Source: an optimization exercise on an open RTL-to-GDS flow (aim: small area). Production flows keep margins and buffers that such runs may drop.
Only simulation tests tie the RTL to the original design; equivalence was not proved.
No activity file was given, so power comes from the tool's default toggle rates.

// cpu_top
module cpu_top (
    input  logic                   clk,
    input  logic                   rst,
    output logic [8-1:0] mem_addr,
    output logic [16-1:0] mem_wdata,
    output logic                   mem_we,
    output logic                   mem_req_valid,
    input  logic                   mem_req_ready,
    input  logic [16-1:0] mem_rdata,
    output logic                   halted
);
For scale: roughly 550 cells after synthesis, ~300 flip-flops, about 46 I/O pins.
==> flow/config.mk <==
export PLATFORM = sky130hd
export DESIGN_NAME = cpu_top
export DESIGN_NICKNAME = cpu_top
export VERILOG_FILES = /design/flow/design.v
export SDC_FILE = /design/flow/constraint.sdc
export NUM_CORES = 4
export LEC_CHECK = 0
export CAP_MARGIN = 20
export CORE_MARGIN = 2
export CORE_UTILIZATION = 40
export SLEW_MARGIN = 20
export SYNTH_HIERARCHICAL = 1
==> flow/constraint.sdc <==
create_clock -name core_clock -period 10.0 [get_ports {clk}]
set_input_delay 2.0000 -clock core_clock [delete_from_list [all_inputs] [get_ports {clk}]]
set_output_delay 2.0000 -clock core_clock [all_outputs]
set_load 0.01 [all_outputs]
standard.sh (not shown) runs the stock make flow with config.mk's settings and CLKGATE_MAP_FILE= SYNTH_SCRIPT=/design/flow/synth_recipe.tcl, a recipe that flattens the netlist after the stock synthesis.
==> flow/flow/run.sh <==
#!/bin/bash
# The standard flow's layout with four changes:
#  - synthesis is the standard synthesis script, except that ABC maps the
#    logic with an area-oriented script (flow/abc_area.script); registers,
#    their names and cells are as in the standard synthesis;
#  - the smallest buffer on every input and output port;
#  - a clock tree without dummy loads;
#  - after floorplanning, every combinational cell swapped to the smallest
#    cell of its function (the later repair steps upsize where needed).
# Each step logs to its own file in this folder.
set -euo pipefail
export BUFFER_PORTS_ARGS="-buffer_cell sky130_fd_sc_hd__buf_1"
export CTS_ARGS="-sink_clustering_enable -repair_clock_nets -dont_use_dummy_load -buf_list sky130_fd_sc_hd__clkbuf_4 -sink_clustering_size 12 -sink_clustering_max_diameter 40"
HERE=$PWD
{
  echo "proc abc {args} { set i [lsearch \$args -script]; if {\$i >= 0} { lset args [expr {\$i + 1}] $HERE/flow/abc_area.script }; yosys abc {*}\$args }"
  cat synth_recipe.tcl
} > own_synth.tcl
sed "s|SYNTH_SCRIPT=[^ ]*|SYNTH_SCRIPT=$HERE/own_synth.tcl|" standard.sh > own_standard.sh
bash own_standard.sh synth > synth.log 2>&1
bash own_standard.sh floorplan > floorplan.log 2>&1
RES=orfs/results/$FLOW_PLATFORM/cpu_top/base
LIB_FILE=$FLOW_HOME/platforms/$FLOW_PLATFORM/lib/sky130_fd_sc_hd__tt_025C_1v80.lib \
ODB_IN=$RES/2_floorplan.odb ODB_OUT=$RES/2_floorplan.odb \
  openroad -no_init -exit flow/downsize.tcl > downsize.log 2>&1
bash own_standard.sh finish > finish.log 2>&1
==> flow/flow/abc_area.script <==
strash
dch -f
amap
topo
stime -c
dnsize -c
Other scripts of this flow, unchanged in this note and not shown: flow/flow/downsize.tcl
Edit:
==> flow/flow/abc_area.script (replaced) <==
strash
dch
map -a
topo
stime -c
dnsize -c
Outcome:
- The changed run completed with no timing, DRC or antenna violations
- setup slack gets worse by 0.67 ns
- sequential cell count does not change
- routed wire length hardly moves
- critical path depth is lower by 3
Edit:
==> flow/flow/abc_area.script (replaced) <==
strash
dch
amap
topo
stime -c
dnsize -c
What happened: Power falls by 39%; setup slack gets worse by 0.30 ns; die area stays flat.
Edit:
==> flow/flow/abc_area.script (replaced) <==
&get -n
&st
&syn2
&dch
&nf -a
&st
&syn2
&dch
&nf -a
&put
topo
stime -c
dnsize -c
After rerunning: Sequential share of layout area falls by 0.44 points. Sequential power is higher by a quarter to a third. Die area is higher slightly. Routed wire length goes down by a few percent. Final area rose slightly. Power is higher by well over a third.
Edit:
--- a/flow/flow/run.sh
+++ b/flow/flow/run.sh
@@ -2,5 +2,6 @@
 # The standard flow's layout with four changes:
-#  - synthesis is the standard synthesis script, except that ABC maps the
-#    logic with an area-oriented script (flow/abc_area.script); registers,
-#    their names and cells are as in the standard synthesis;
+#  - synthesis is the standard synthesis script, except that ABC maps each
+#    module's logic with an area-oriented script (flow/abc_*.script, chosen
+#    per module below); registers, their names and cells are as in the
+#    standard synthesis;
 #  - the smallest buffer on every input and output port;
@@ -14,4 +15,15 @@
 HERE=$PWD
+# ABC script per module: flow/abc_<letter>.script
+PLAN="cpu_top c"
 {
-  echo "proc abc {args} { set i [lsearch \$args -script]; if {\$i >= 0} { lset args [expr {\$i + 1}] $HERE/flow/abc_area.script }; yosys abc {*}\$args }"
+  cat <<TCL
+proc abc {args} {
+  set i [lsearch \$args -script]
+  foreach {mod scr} {$PLAN} {
+    set a \$args
+    lset a [expr {\$i + 1}] $HERE/flow/abc_\$scr.script
+    yosys abc {*}\$a \$mod
+  }
+}
+TCL
   cat synth_recipe.tcl
==> flow/flow/abc_a.script (new file) <==
strash
dc2
dch
map -a
topo
stime -c
dnsize -c
==> flow/flow/abc_b.script (new file) <==
&get -n
&st
&syn2
&dch
&nf -a
&st
&syn2
&dch
&nf -a
&put
topo
stime -c
dnsize -c
==> flow/flow/abc_c.script (new file) <==
strash
dch -f
amap
topo
stime -c
dnsize -c
CORE_UTILIZATION = 60   (was 40)
SYNTH_HIERARCHICAL = 0   (was 1)
removed: flow/flow/abc_area.script
Outcome: The new run produced a clean layout. Sequential power drops by 27%. Final cell count drops by 4.0%. Clock skew drops by 0.019 ns. Design area drops by 3.1%.

---

xenon:
Another version of the RTL of cpu_top (not shown whole).
For scale: roughly 520 cells after synthesis, ~300 flip-flops, ~46 I/O pins, about 8000 sq um of cells after synthesis.
==> flow/config.mk <==
export PLATFORM = sky130hd
export DESIGN_NAME = cpu_top
export DESIGN_NICKNAME = cpu_top
export VERILOG_FILES = /design/flow/design.v
export SDC_FILE = /design/flow/constraint.sdc
export NUM_CORES = 4
export LEC_CHECK = 0
export CAP_MARGIN = 20
export CORE_MARGIN = 2
export CORE_UTILIZATION = 40
export CTS_BUF_LIST = sky130_fd_sc_hd__clkbuf_8
export CTS_CLUSTER_DIAMETER = 50
export CTS_CLUSTER_SIZE = 24
export SLEW_MARGIN = 20
export SYNTH_HIERARCHICAL = 1
==> flow/constraint.sdc <==
create_clock -name core_clock -period 10.0 [get_ports {clk}]
set_input_delay 2.0000 -clock core_clock [delete_from_list [all_inputs] [get_ports {clk}]]
set_output_delay 2.0000 -clock core_clock [all_outputs]
set_load 0.01 [all_outputs]
==> flow/flow/run.sh <==
#!/bin/bash
set -euo pipefail
export BUFFER_PORTS_ARGS="-buffer_cell sky130_fd_sc_hd__buf_1"
bash standard.sh > standard.log 2>&1
What violet does differently from xenon at the input level:
- swapping 50 for 60 in CTS_CLUSTER_DIAMETER
- swapping 24 for 20 in CTS_CLUSTER_SIZE
- putting ABC_AREA at 1 where nothing was set
==> flow/run.sh (new file) <==
#!/bin/bash
# synth_recipe.tcl (not shown) runs the flow's synth.tcl, then flattens the netlist and writes it again
# the make line also repeats each setting of config.mk as NAME=value (left out here)
make -C /OpenROAD-flow-scripts/flow DESIGN_CONFIG=/design/flow/config.mk WORK_HOME=/design/flow/orfs CLKGATE_MAP_FILE= SYNTH_SCRIPT=/design/flow/synth_recipe.tcl finish
removed: flow/flow/run.sh
removed: flow/standard.sh
Finished layout cell area ended up 30 sq um higher on violet than on xenon. Routed wire in violet totals more than in xenon. [compare] base=xenon new=violet: overall fraction of global-route tracks in use barely changed, simple-gate share of the synthesized area saw an increase, timing-limited maximum frequency up about 15%, core outline area essentially unchanged, CTS buffer count went down. Re final cell count: violet is about 12% up on xenon.
Setup changes, violet to pepper
- a deleted ABC_AREA that had been 1
- a change of CTS_CLUSTER_SIZE from 20 to 30
- a change of CTS_CLUSTER_DIAMETER from 60 to 80
- a change of CTS_BUF_LIST from sky130_fd_sc_hd__clkbuf_8 to sky130_fd_sc_hd__clkbuf_16
==> flow/flow/run.sh (new file) <==
#!/bin/bash
set -euo pipefail
export BUFFER_PORTS_ARGS="-buffer_cell sky130_fd_sc_hd__buf_1"
bash standard.sh > standard.log 2>&1
==> flow/standard.sh (new file) <==
#!/bin/bash
# synth_recipe.tcl (not shown) runs the flow's synth.tcl, then flattens the netlist and writes it again
# the make line also repeats each setting of config.mk as NAME=value (left out here)
make -C /OpenROAD-flow-scripts/flow DESIGN_CONFIG=/design/flow/config.mk WORK_HOME=/design/flow/orfs CLKGATE_MAP_FILE= SYNTH_SCRIPT=/design/flow/synth_recipe.tcl "${@:-finish}"
removed: flow/run.sh
- For pepper and violet, there was not a single run that failed to finish clean.
- pepper vs violet: design area down by a few percent
- Diff violet -> pepper | first-iteration DRC count | up by more than 10%
- Global-route usage ended up 0.39 points lower on pepper than on violet.
- What violet reported for overall power has to be multiplied by 1.4 to get the figure for pepper.
The following lists how juniper was set up differently from pepper:
- swapping sky130_fd_sc_hd__clkbuf_16 for sky130_fd_sc_hd__clkbuf_8 in CTS_BUF_LIST
- swapping 30 for 20 in CTS_CLUSTER_SIZE
- swapping 80 for 60 in CTS_CLUSTER_DIAMETER
Findings:
The final reports for juniper and pepper show met2 usage higher in the former.
juniper ends up with a synthesis-to-layout area growth that is 0.39 points lower than in pepper.
juniper vs pepper — via count of the first global-routing pass rose about 1.7%.
Row hold slack: juniper lower / pepper higher
For count of clock tree sinks, juniper and pepper come out practically identical.
juniper against pepper: utilization dropped 0.16 points; final critical-path required period comparable; maximum frequency now sits at about the same level.
Relative to pepper, total length of routed wires has gone up in juniper.
Min switching part of the total power across juniper and pepper: pepper

---

Setup of job 101:
cpu_top with an RTL version that a note above also has.
For scale: roughly 520 cells after synthesis, ~7500 µm² of cells after synthesis.
export LEC_CHECK = 0
export CAP_MARGIN = 20
export CORE_MARGIN = 2
export CORE_UTILIZATION = 40
export SLEW_MARGIN = 20
export SYNTH_HIERARCHICAL = 0
create_clock -name core_clock -period 10.0 [get_ports {clk}]
==> flow/flow/run.sh <==
#!/bin/bash
# The standard flow's layout with four changes:
#  - synthesis is the standard synthesis script, except that ABC maps each
#    module's logic with an area-oriented script (flow/abc_*.script, chosen
#    per module below); registers, their names and cells are as in the
#    standard synthesis;
#  - the smallest buffer on every input and output port;
#  - a clock tree without dummy loads;
#  - after floorplanning, every combinational cell swapped to the smallest
#    cell of its function (the later repair steps upsize where needed).
# Each step logs to its own file in this folder.
set -euo pipefail
export BUFFER_PORTS_ARGS="-buffer_cell sky130_fd_sc_hd__buf_1"
export CTS_ARGS="-sink_clustering_enable -repair_clock_nets -dont_use_dummy_load -buf_list sky130_fd_sc_hd__clkbuf_4 -sink_clustering_size 12 -sink_clustering_max_diameter 40"
HERE=$PWD
# ABC script per module: flow/abc_<letter>.script
PLAN="cpu_top c"
{
  cat <<TCL
proc abc {args} {
  set i [lsearch \$args -script]
  foreach {mod scr} {$PLAN} {
    set a \$args
    lset a [expr {\$i + 1}] $HERE/flow/abc_\$scr.script
    yosys abc {*}\$a \$mod
  }
}
TCL
  cat synth_recipe.tcl
} > own_synth.tcl
sed "s|SYNTH_SCRIPT=[^ ]*|SYNTH_SCRIPT=$HERE/own_synth.tcl|" standard.sh > own_standard.sh
bash own_standard.sh synth > synth.log 2>&1
bash own_standard.sh floorplan > floorplan.log 2>&1
RES=orfs/results/$FLOW_PLATFORM/cpu_top/base
LIB_FILE=$FLOW_HOME/platforms/$FLOW_PLATFORM/lib/sky130_fd_sc_hd__tt_025C_1v80.lib \
ODB_IN=$RES/2_floorplan.odb ODB_OUT=$RES/2_floorplan.odb \
  openroad -no_init -exit flow/downsize.tcl > downsize.log 2>&1
bash own_standard.sh finish > finish.log 2>&1
==> flow/flow/abc_a.script <==
strash
dc2
dch
map -a
topo
stime -c
dnsize -c
==> flow/flow/abc_b.script <==
&get -n
&st
&syn2
&dch
&nf -a
&st
&syn2
&dch
&nf -a
&put
topo
stime -c
dnsize -c
==> flow/flow/abc_c.script <==
strash
dch -f
amap
topo
stime -c
dnsize -c
Other scripts of this flow, unchanged in this note and not shown: flow/flow/downsize.tcl
> inputs changed (job 101 -> job 102)
Settings: SYNTH_HIERARCHICAL: 0 -> 1.
==> flow/flow/run.sh <==
#!/bin/bash
set -euo pipefail
export BUFFER_PORTS_ARGS="-buffer_cell sky130_fd_sc_hd__buf_1"
export CTS_ARGS="-sink_clustering_enable -repair_clock_nets -dont_use_dummy_load -buf_list sky130_fd_sc_hd__clkbuf_4 -sink_clustering_size 12 -sink_clustering_max_diameter 40"
bash standard.sh synth > synth.log 2>&1
bash standard.sh floorplan > floorplan.log 2>&1
RES=orfs/results/$FLOW_PLATFORM/cpu_top/base
LIB_FILE=$FLOW_HOME/platforms/$FLOW_PLATFORM/lib/sky130_fd_sc_hd__tt_025C_1v80.lib \
ODB_IN=$RES/2_floorplan.odb ODB_OUT=$RES/2_floorplan.odb \
  openroad -no_init -exit flow/downsize.tcl > downsize.log 2>&1
bash standard.sh finish > finish.log 2>&1
removed: flow/flow/abc_a.script
removed: flow/flow/abc_b.script
removed: flow/flow/abc_c.script
Notes after the runs:
Number of endpoints failing setup at the final stage delta (job 102 -> job 101): insignificant
Row share of the clock period used by the worst path: job 102 lower / job 101 higher
The sequential portion of the cell area in job 102 sits 2.3 points below the value recorded for job 101.
Relative to job 101, number of vias per cell has decreased by 0.13 in job 102.
Changes observed in job 102 relative to job 101: final wirelength down 240 µm; net switching power of the design up 0.25 mW; combinational power share up 11 points.
## Diff of input files: job 103 against job 102
==> flow/flow/run.sh <==
#!/bin/bash
# The standard flow's layout with four changes:
#  - synthesis is the standard synthesis script, except that ABC maps each
#    module's logic with an area-oriented script (flow/abc_*.script, chosen
#    per module below); registers, their names and cells are as in the
#    standard synthesis;
#  - the smallest buffer on every input and output port;
#  - a clock tree without dummy loads;
#  - after floorplanning, every combinational cell swapped to the smallest
#    cell of its function (the later repair steps upsize where needed).
# Each step logs to its own file in this folder.
set -euo pipefail
export BUFFER_PORTS_ARGS="-buffer_cell sky130_fd_sc_hd__buf_1"
export CTS_ARGS="-sink_clustering_enable -repair_clock_nets -dont_use_dummy_load -buf_list sky130_fd_sc_hd__clkbuf_4 -sink_clustering_size 12 -sink_clustering_max_diameter 40"
HERE=$PWD
{
  cat <<TCL
proc abc {args} {
  set i [lsearch \$args -script]
  foreach {mod scr} {cpu_regfile a cpu_control a cpu_top a cpu_execute b cpu_fetch_unit c} {
    set a \$args
    lset a [expr {\$i + 1}] $HERE/flow/abc_\$scr.script
    yosys abc {*}\$a \$mod
  }
}
TCL
  cat synth_recipe.tcl
} > own_synth.tcl
sed "s|SYNTH_SCRIPT=[^ ]*|SYNTH_SCRIPT=$HERE/own_synth.tcl|" standard.sh > own_standard.sh
bash own_standard.sh synth > synth.log 2>&1
bash own_standard.sh floorplan > floorplan.log 2>&1
RES=orfs/results/$FLOW_PLATFORM/cpu_top/base
LIB_FILE=$FLOW_HOME/platforms/$FLOW_PLATFORM/lib/sky130_fd_sc_hd__tt_025C_1v80.lib \
ODB_IN=$RES/2_floorplan.odb ODB_OUT=$RES/2_floorplan.odb \
  openroad -no_init -exit flow/downsize.tcl > downsize.log 2>&1
bash own_standard.sh finish > finish.log 2>&1
==> flow/flow/abc_a.script (new file) <==
strash
dc2
dch
map -a
topo
stime -c
dnsize -c
==> flow/flow/abc_b.script (new file) <==
&get -n
&st
&syn2
&dch
&nf -a
&st
&syn2
&dch
&nf -a
&put
topo
stime -c
dnsize -c
==> flow/flow/abc_c.script (new file) <==
strash
dch -f
amap
topo
stime -c
dnsize -c
Results
- Critical path launch point = mem_rdata[14]: job 102; critical path launch point = mem_rdata[15]: job 103
- buf_1 as the slowest cell on the critical path was reported by job 102, and a31oi_1 by job 103.
- From job 102 to job 103 the numbers moved as follows: synthesized netlist cell count increased by about 6% relative to the old numbers; path length in cells of the critical path increased by 5 relative to the old numbers; combinational group share of total power decreased by 11 points relative to the old numbers.

-- afterwards: timing with drivers on the ports --
The results above use ideal ports. As a check the final layouts listed here were re-extracted and re-timed, cells and wires unchanged.
Step 1: set_driving_cell puts a clkbuf_16 on clk and a buf_2 on each other input, an assumption about the parent block.
Step 2 times the ports against the registers' clock, not the clock port: input delays grow and output delays shrink by t, the midpoint of the rising clock arrivals with the driver on.
Slacks: no drivers / after step 1 / after step 2; pairs: no drivers / after step 1.
| run | t (ns) | slack for setup (ns) | latest minus earliest clock arrival (ns) |
|---|---|---|---|
| the first run of note 1 | 0.671 | 4.083 / 4.092 / 3.421 | 0.056 / 0.057 |
| the second run of note 1 | 0.611 | 3.417 / 3.425 / 2.815 | 0.103 / 0.103 |
| the third run of note 1 | 0.653 | 3.113 / 3.125 / 2.472 | 0.045 / 0.045 |
| the fourth run of note 1 | 0.604 | 3.364 / 3.366 / 2.762 | 0.089 / 0.090 |
| the fifth run of note 1 | 0.641 | 3.505 / 3.518 / 2.877 | 0.072 / 0.072 |
| xenon | 0.598 | 3.546 / 3.538 / 2.940 | 0.030 / 0.030 |
| violet | 0.550 | 4.363 / 4.370 / 3.820 | 0.020 / 0.020 |
| pepper | 0.516 | 3.516 / 3.511 / 2.995 | 0.026 / 0.026 |
| juniper | 0.572 | 3.515 / 3.502 / 2.931 | 0.041 / 0.041 |
| job 101 | 0.598 | 3.354 / 3.363 / 2.765 | 0.100 / 0.100 |
| job 102 | 0.601 | 3.922 / 3.929 / 3.329 | 0.095 / 0.095 |
| job 103 | 0.600 | 3.700 / 3.706 / 3.106 | 0.088 / 0.088 |
After both steps every run listed still meets setup and hold. For the first run of note 1, which loses most, drivers alone change the setup slack by +0.009 ns; drivers and shift together by -0.662 ns.
